This design comes from an exercise in tuning for small area, a short achievable clock period and few clock cycles on the open sky130 flow, not from production work. Function was checked by simulation only, so behaviour that the tests miss may differ from the original.

==> flow/design.v <==
`timescale 1ns/1ps
module preset_rom (
    input  logic [2:0]             preset,
    input  logic [5-1:0] row,
    output logic [40-1:0]  pattern
);
    always_comb begin
        pattern = '0;
        case (preset)
            3'd1: begin
                case (row)
                    5'd0:    pattern = (40'(7'b1) << (40 - (1) - (1)));
                    5'd1:    pattern = (40'(7'b11) << (40 - (2) - (2)));
                    5'd2:    pattern = (40'(7'b11) << (40 - (1) - (2)));
                    default: pattern = '0;
                endcase
            end
            3'd2: begin
                case (row)
                    5'd13, 5'd17:        pattern = (40'(7'b10101) << (40 - (17) - (5)));
                    5'd14, 5'd15, 5'd16: pattern = (40'(7'b10001) << (40 - (17) - (5)));
                    default:             pattern = '0;
                endcase
            end
            3'd3: begin
                case (row)
                    5'd13, 5'd14: pattern = (40'(7'b11011) << (40 - (17) - (5)));
                    5'd15:        pattern = (40'(7'b01010) << (40 - (17) - (5)));
                    5'd16, 5'd17: pattern = (40'(7'b1010101) << (40 - (16) - (7)));
                    5'd18:        pattern = (40'(7'b1100011) << (40 - (16) - (7)));
                    default:      pattern = '0;
                endcase
            end
            default: pattern = '0;    
        endcase
    end
endmodule
`timescale 1ns/1ps
module life_row_rule (
    input  logic [40-1:0] above,
    input  logic [40-1:0] middle,
    input  logic [40-1:0] below,
    output logic [40-1:0] next
);
    localparam int C = 40;
    logic [C+1:0] l, h;
    assign l[0] = 1'b0;
    assign h[0] = 1'b0;
    assign l[C+1] = 1'b0;
    assign h[C+1] = 1'b0;
    for (genvar i = 0; i < C; i++) begin : g_col
        assign {h[i+1], l[i+1]} = 2'(above[i]) + 2'(middle[i]) + 2'(below[i]);
    end
    for (genvar i = 0; i < C; i += 2) begin : g_pair
        logic [1:0] ph;
        logic       p0, k, z0, z1, z2;
        assign {k, p0} = 2'(l[i+1]) + 2'(l[i+2]);
        assign ph      = 2'(h[i+1]) + 2'(h[i+2]) + 2'(k);
        assign z0      = (ph == 2'd0);
        assign z1      = (ph == 2'd1);
        assign z2      = (ph == 2'd2);
        assign next[i]   = rule(z0, z1, z2, h[i],   l[i],   p0, middle[i]);
        assign next[i+1] = rule(z0, z1, z2, h[i+3], l[i+3], p0, middle[i+1]);
    end
    function automatic logic rule(input logic z0, input logic z1, input logic z2,
                                  input logic v1, input logic v0, input logic p0,
                                  input logic m);
        logic w1, w2;
        w1   = v1 ? z0 : z1;
        w2   = v1 ? z1 : z2;
        rule = (w1 && ((p0 ^ v0) || (m && p0 && v0))) || (w2 && m && !p0 && !v0);
    endfunction
endmodule
`timescale 1ns/1ps
module life_engine (
    input  logic                   clk,
    input  logic                   reset_n,
    input  logic                   preset_load,
    input  logic [2:0]             preset_sel,
    input  logic                   toggle,
    input  logic [6-1:0] cell_x,
    input  logic [5-1:0] cell_y,
    input  logic                   step,
    input  logic                   rd_en,
    input  logic [5-1:0] rd_row,
    output logic                   busy,
    output logic                   rd_valid,
    output logic [40-1:0]  rd_data
);
    localparam int C = 40;
    localparam int R = 30;
    localparam int K = 6;       
    localparam int G = R / K;                
    logic         busy_q;
    logic         op_pre, op_tgl, op_stp, op_rd;    
    logic         run_pre, run_stp;   
    logic [G-1:0] ptr;                
    logic [2:0]   sel_q;
    logic [4:0]   xh_q;               
    logic [7:0]   xl_q;               
    logic [G-1:0] y_grp;              
    logic [K-1:0] y_off;              
    logic [K-1:0] row_hit;            
    logic [K-1:0] row_hit2;           
    logic         accept;
    assign accept = !busy_q && (preset_load || toggle || step || rd_en);
    assign busy   = busy_q;
    logic [G-1:0]           y_grp_d;
    logic [K-1:0]           y_off_d;
    logic [4:0]             xh_d;
    logic [7:0]             xl_d;
    always_comb begin
        y_grp_d = '0;
        y_off_d = '0;
        for (int g = 0; g < G; g++)
            for (int j = 0; j < K; j++)
                if (cell_y == 5'(g * K + j)) begin
                    y_grp_d[g] = 1'b1;
                    y_off_d[j] = 1'b1;
                end
        xh_d = '0;
        xl_d = '0;
        for (int h = 0; h < 5; h++)
            if (cell_x[5:3] == 3'(h)) xh_d[h] = 1'b1;
        for (int l = 0; l < 8; l++)
            if (cell_x[2:0] == 3'(l)) xl_d[l] = 1'b1;
    end
    always_ff @(posedge clk) begin
        if (!busy_q) begin
            sel_q <= preset_sel;
            xh_q  <= xh_d;
            xl_q  <= xl_d;
            y_grp <= y_grp_d;
            y_off <= y_off_d;
        end
    end
    logic [G-1:0] ptr_nx;
    assign ptr_nx = {ptr[G-2:0], ptr[G-1]};
    logic tgl_here;       
    logic tgl_here2;      
    logic tgl_next;       
    localparam int Q2 = (G > 3) ? G - 2 : 0;
    logic [G-1:0] ptr_q2, ptr_nx_q2;     
    for (genvar g = 0; g < G; g++) begin : g_ptrq2
        assign ptr_q2[g]    = ptr[(g + G - Q2) % G];
        assign ptr_nx_q2[g] = ptr_nx[(g + G - Q2) % G];
    end
    logic turn_end;       
    assign tgl_here = |(ptr & y_grp);
    assign tgl_here2 = (Q2 > 0) && |(ptr_q2 & y_grp);
    assign tgl_next  = |(ptr_nx & y_grp) || ((Q2 > 0) && |(ptr_nx_q2 & y_grp));
    assign turn_end = (run_pre || run_stp) && ptr[G-1];
    logic pre_nx, stp_nx, tgl_nx, run_pre_nx, run_stp_nx;
    assign pre_nx     = op_pre && !turn_end;
    assign stp_nx     = op_stp && !turn_end;
    assign tgl_nx     = op_tgl && !tgl_here && !tgl_here2;
    assign run_pre_nx = pre_nx && (run_pre || ptr_nx[0]);
    assign run_stp_nx = stp_nx && (run_stp || ptr_nx[0]);
    always_ff @(posedge clk or negedge reset_n) begin
        if (!reset_n) begin
            busy_q   <= 1'b0;
            op_pre   <= 1'b0;
            op_tgl   <= 1'b0;
            op_stp   <= 1'b0;
            op_rd    <= 1'b0;
            ptr      <= G'(1);
            rd_valid <= 1'b0;
        end else begin
            ptr      <= ptr_nx;
            rd_valid <= op_rd;
            if (accept) begin
                op_pre <= preset_load;
                op_tgl <= !preset_load && toggle;
                op_stp <= !preset_load && !toggle && step;
                op_rd  <= !preset_load && !toggle && !step && rd_en;
                busy_q <= 1'b1;
            end else begin
                op_pre <= pre_nx;
                op_tgl <= tgl_nx;
                op_stp <= stp_nx;
                op_rd  <= 1'b0;
                busy_q <= ((pre_nx || stp_nx) && !((run_pre_nx || run_stp_nx) && ptr_nx[G-1])) ||
                          (tgl_nx && !tgl_next);
            end
        end
    end
    always_ff @(posedge clk) begin
        if (accept) begin
            run_pre <= preset_load && ptr_nx[0];
            run_stp <= !preset_load && !toggle && step && ptr_nx[0];
            row_hit <= (!preset_load && toggle && |(ptr_nx & y_grp_d)) ? y_off_d : '0;
            row_hit2 <= (Q2 > 0 && !preset_load && toggle && |(ptr_nx_q2 & y_grp_d)) ? y_off_d : '0;
        end else begin
            run_pre <= run_pre_nx;
            run_stp <= run_stp_nx;
            row_hit <= (tgl_nx && |(ptr_nx & y_grp)) ? y_off : '0;
            row_hit2 <= (Q2 > 0 && tgl_nx && |(ptr_nx_q2 & y_grp)) ? y_off : '0;
        end
    end
    logic [R*C-1:0] grid;
    logic [C-1:0]   prev;      
    logic [C-1:0] head [0:K-1];
    for (genvar j = 0; j < K; j++) begin : g_head
        assign head[j] = grid[j*C +: C];
    end
    logic [C-1:0] above, below;
    assign above = prev;
    if (G > 2) begin : g_below
        logic [C-1:0] below_q;
        always_ff @(posedge clk) begin
            below_q <= ptr[G-2] ? '0 : grid[2*K*C +: C];
        end
        assign below = below_q;
    end else begin : g_below
        assign below = ptr[G-1] ? '0 : grid[K*C +: C];
    end
    logic [C-1:0] col_hit;
    for (genvar b = 0; b < C; b++) begin : g_colhit
        assign col_hit[b] = xh_q[(C - 1 - b) / 8] && xl_q[(C - 1 - b) % 8];
    end
    logic [K*C-1:0] eng_out;
    logic [K*C-1:0] tgl_mask2;     
    for (genvar j = 0; j < K; j++) begin : g_mask2
        assign tgl_mask2[j*C +: C] = row_hit2[j] ? col_hit : '0;
    end
    for (genvar j = 0; j < K; j++) begin : g_row
        logic [C-1:0] up, dn, nxt, pat, pass, keep;
        assign up = (j == 0)     ? above : head[(j == 0) ? 0 : j - 1];
        assign dn = (j == K - 1) ? below : head[(j == K - 1) ? 0 : j + 1];
        life_row_rule u_rule (
            .above  (up),
            .middle (head[j]),
            .below  (dn),
            .next   (nxt)
        );
        logic [C-1:0] pat_g [0:G-1];
        for (genvar g = 0; g < G; g++) begin : g_rom
            preset_rom u_rom (
                .preset  (sel_q),
                .row     (5'(g * K + j)),
                .pattern (pat_g[g])
            );
        end
        always_comb begin
            pat = '0;
            for (int g = 0; g < G; g++)
                pat = pat | (pat_g[g] & {C{ptr[g]}});
        end
        assign pass = head[j] ^ (row_hit[j] ? col_hit : '0);
        assign keep = run_pre ? pat : pass;
        assign eng_out[j*C +: C] = run_stp ? nxt : keep;
    end
    always_ff @(posedge clk) begin
        grid[(G-1)*K*C +: K*C] <= eng_out;
        for (int p = 0; p < G - 1; p++)
            if (Q2 > 0 && p == Q2 - 1)
                grid[p*K*C +: K*C] <= grid[(p+1)*K*C +: K*C] ^ tgl_mask2;
            else
                grid[p*K*C +: K*C] <= grid[(p+1)*K*C +: K*C];
        prev <= ptr[G-1] ? '0 : head[K-1];
    end
    logic [R-1:0] rd_sel, rd_sel_d;
    logic [C-1:0] rd_word;
    always_comb begin
        rd_sel_d = '0;
        for (int p = 0; p < G; p++)
            for (int j = 0; j < K; j++)
                for (int v = 0; v < G; v++)
                    if (ptr_nx[v] && rd_row == 5'(((v + p) % G) * K + j))
                        rd_sel_d[p*K + j] = 1'b1;
    end
    always_ff @(posedge clk) begin
        rd_sel <= rd_sel_d;
    end
    always_comb begin
        rd_word = '0;
        for (int q = 0; q < R; q++)
            rd_word = rd_word | (grid[q*C +: C] & {C{rd_sel[q]}});
    end
    always_ff @(posedge clk) begin
        rd_data <= rd_word;
    end
endmodule
`timescale 1ns/1ps
module life_top (
    input  logic                   clk,
    input  logic                   reset_n,
    input  logic                   preset_load,
    input  logic [2:0]             preset_sel,
    input  logic                   toggle,
    input  logic [6-1:0] cell_x,
    input  logic [5-1:0] cell_y,
    input  logic                   step,
    input  logic                   rd_en,
    input  logic [5-1:0] rd_row,
    output logic                   busy,
    output logic                   rd_valid,
    output logic [40-1:0]  rd_data
);
    life_engine u_life_engine (
        .clk         (clk),
        .reset_n     (reset_n),
        .preset_load (preset_load),
        .preset_sel  (preset_sel),
        .toggle      (toggle),
        .cell_x      (cell_x),
        .cell_y      (cell_y),
        .step        (step),
        .rd_en       (rd_en),
        .rd_row      (rd_row),
        .busy        (busy),
        .rd_valid    (rd_valid),
        .rd_data     (rd_data)
    );
endmodule
make LEC_CHECK=0 CAP_MARGIN=20 CORE_MARGIN=2 CORE_UTILIZATION=40 CTS_BUF_LIST='sky130_fd_sc_hd__clkbuf_4 sky130_fd_sc_hd__clkbuf_8' SETUP_SLACK_MARGIN=4.1 SLEW_MARGIN=20 finish   # period 7.0 ns
run.sh (not shown) runs the stock make flow with config.mk's settings and CLKGATE_MAP_FILE= SYNTH_SCRIPT=/design/flow/synth_recipe.tcl, a recipe that flattens the netlist after the stock synthesis.
Testbench counts at the start, summed over its fixed seeds: cycles 4,317.
Edit:
--- a/flow/design.v
+++ b/flow/design.v
@@ -101,7 +101,6 @@
     logic [G-1:0] y_grp;              
     logic [K-1:0] y_off;              
     logic [K-1:0] row_hit;            
-    logic [K-1:0] row_hit2;           
     logic         accept;
     assign accept = !busy_q && (preset_load || toggle || step || rd_en);
     assign busy   = busy_q;
@@ -137,23 +136,15 @@
     logic [G-1:0] ptr_nx;
     assign ptr_nx = {ptr[G-2:0], ptr[G-1]};
     logic tgl_here;       
-    logic tgl_here2;      
     logic tgl_next;       
-    localparam int Q2 = (G > 3) ? G - 2 : 0;
-    logic [G-1:0] ptr_q2, ptr_nx_q2;     
-    for (genvar g = 0; g < G; g++) begin : g_ptrq2
-        assign ptr_q2[g]    = ptr[(g + G - Q2) % G];
-        assign ptr_nx_q2[g] = ptr_nx[(g + G - Q2) % G];
-    end
     logic turn_end;       
     assign tgl_here = |(ptr & y_grp);
-    assign tgl_here2 = (Q2 > 0) && |(ptr_q2 & y_grp);
-    assign tgl_next  = |(ptr_nx & y_grp) || ((Q2 > 0) && |(ptr_nx_q2 & y_grp));
+    assign tgl_next = |(ptr_nx & y_grp);
     assign turn_end = (run_pre || run_stp) && ptr[G-1];
     logic pre_nx, stp_nx, tgl_nx, run_pre_nx, run_stp_nx;
     assign pre_nx     = op_pre && !turn_end;
     assign stp_nx     = op_stp && !turn_end;
-    assign tgl_nx     = op_tgl && !tgl_here && !tgl_here2;
+    assign tgl_nx     = op_tgl && !tgl_here;
     assign run_pre_nx = pre_nx && (run_pre || ptr_nx[0]);
     assign run_stp_nx = stp_nx && (run_stp || ptr_nx[0]);
     always_ff @(posedge clk or negedge reset_n) begin
@@ -189,12 +180,10 @@
             run_pre <= preset_load && ptr_nx[0];
             run_stp <= !preset_load && !toggle && step && ptr_nx[0];
             row_hit <= (!preset_load && toggle && |(ptr_nx & y_grp_d)) ? y_off_d : '0;
-            row_hit2 <= (Q2 > 0 && !preset_load && toggle && |(ptr_nx_q2 & y_grp_d)) ? y_off_d : '0;
         end else begin
             run_pre <= run_pre_nx;
             run_stp <= run_stp_nx;
-            row_hit <= (tgl_nx && |(ptr_nx & y_grp)) ? y_off : '0;
-            row_hit2 <= (Q2 > 0 && tgl_nx && |(ptr_nx_q2 & y_grp)) ? y_off : '0;
+            row_hit <= (tgl_nx && tgl_next) ? y_off : '0;
         end
     end
     logic [R*C-1:0] grid;
@@ -219,10 +208,6 @@
         assign col_hit[b] = xh_q[(C - 1 - b) / 8] && xl_q[(C - 1 - b) % 8];
     end
     logic [K*C-1:0] eng_out;
-    logic [K*C-1:0] tgl_mask2;     
-    for (genvar j = 0; j < K; j++) begin : g_mask2
-        assign tgl_mask2[j*C +: C] = row_hit2[j] ? col_hit : '0;
-    end
     for (genvar j = 0; j < K; j++) begin : g_row
         logic [C-1:0] up, dn, nxt, pat, pass, keep;
         assign up = (j == 0)     ? above : head[(j == 0) ? 0 : j - 1];
@@ -253,10 +238,7 @@
     always_ff @(posedge clk) begin
         grid[(G-1)*K*C +: K*C] <= eng_out;
         for (int p = 0; p < G - 1; p++)
-            if (Q2 > 0 && p == Q2 - 1)
-                grid[p*K*C +: K*C] <= grid[(p+1)*K*C +: K*C] ^ tgl_mask2;
-            else
-                grid[p*K*C +: K*C] <= grid[(p+1)*K*C +: K*C];
+            grid[p*K*C +: K*C] <= grid[(p+1)*K*C +: K*C];
         prev <= ptr[G-1] ? '0 : head[K-1];
     end
     logic [R-1:0] rd_sel, rd_sel_d;
=> The new run completed without violations. Sequential cell count drops by 6. Non-clock buffer count went up by 12. Fmax climbs by 0.50%. Area after synthesis drops by 4.8%. First-iteration DRC count fell by 1.4%. Utilization is higher by 0.28 points.
Testbench counts after the change, summed over its fixed seeds: cycles 4,592.

==> afterwards: timing with drivers on the ports <==
Ports are ideal in the flow. The routed layouts listed here were re-timed in OpenROAD.
Step 1: set_driving_cell puts a clkbuf_16 on clk and a buf_2 on each other input, an assumption about the parent block.
Step 2 moves the port delays by t, midway between the first and last clock arrival at a register: inputs arrive t later, outputs are due t later. That takes back most of the time a late clock gives input paths.
Three values: no drivers, after step 1, after step 2; two values: the first two.
| run | t (ns) | setup slack, ns | cell pins on the clock port's net |
|---|---|---|---|
| the first run | 1.077 | 4.065 / 3.977 / 3.432 | 1 |
| the second run | 1.063 | 4.079 / 3.997 / 3.648 | 1 |
After both steps every run listed still meets setup and hold. For the first run, which loses most, drivers alone change the setup slack by -0.088 ns; drivers and shift together by -0.633 ns.
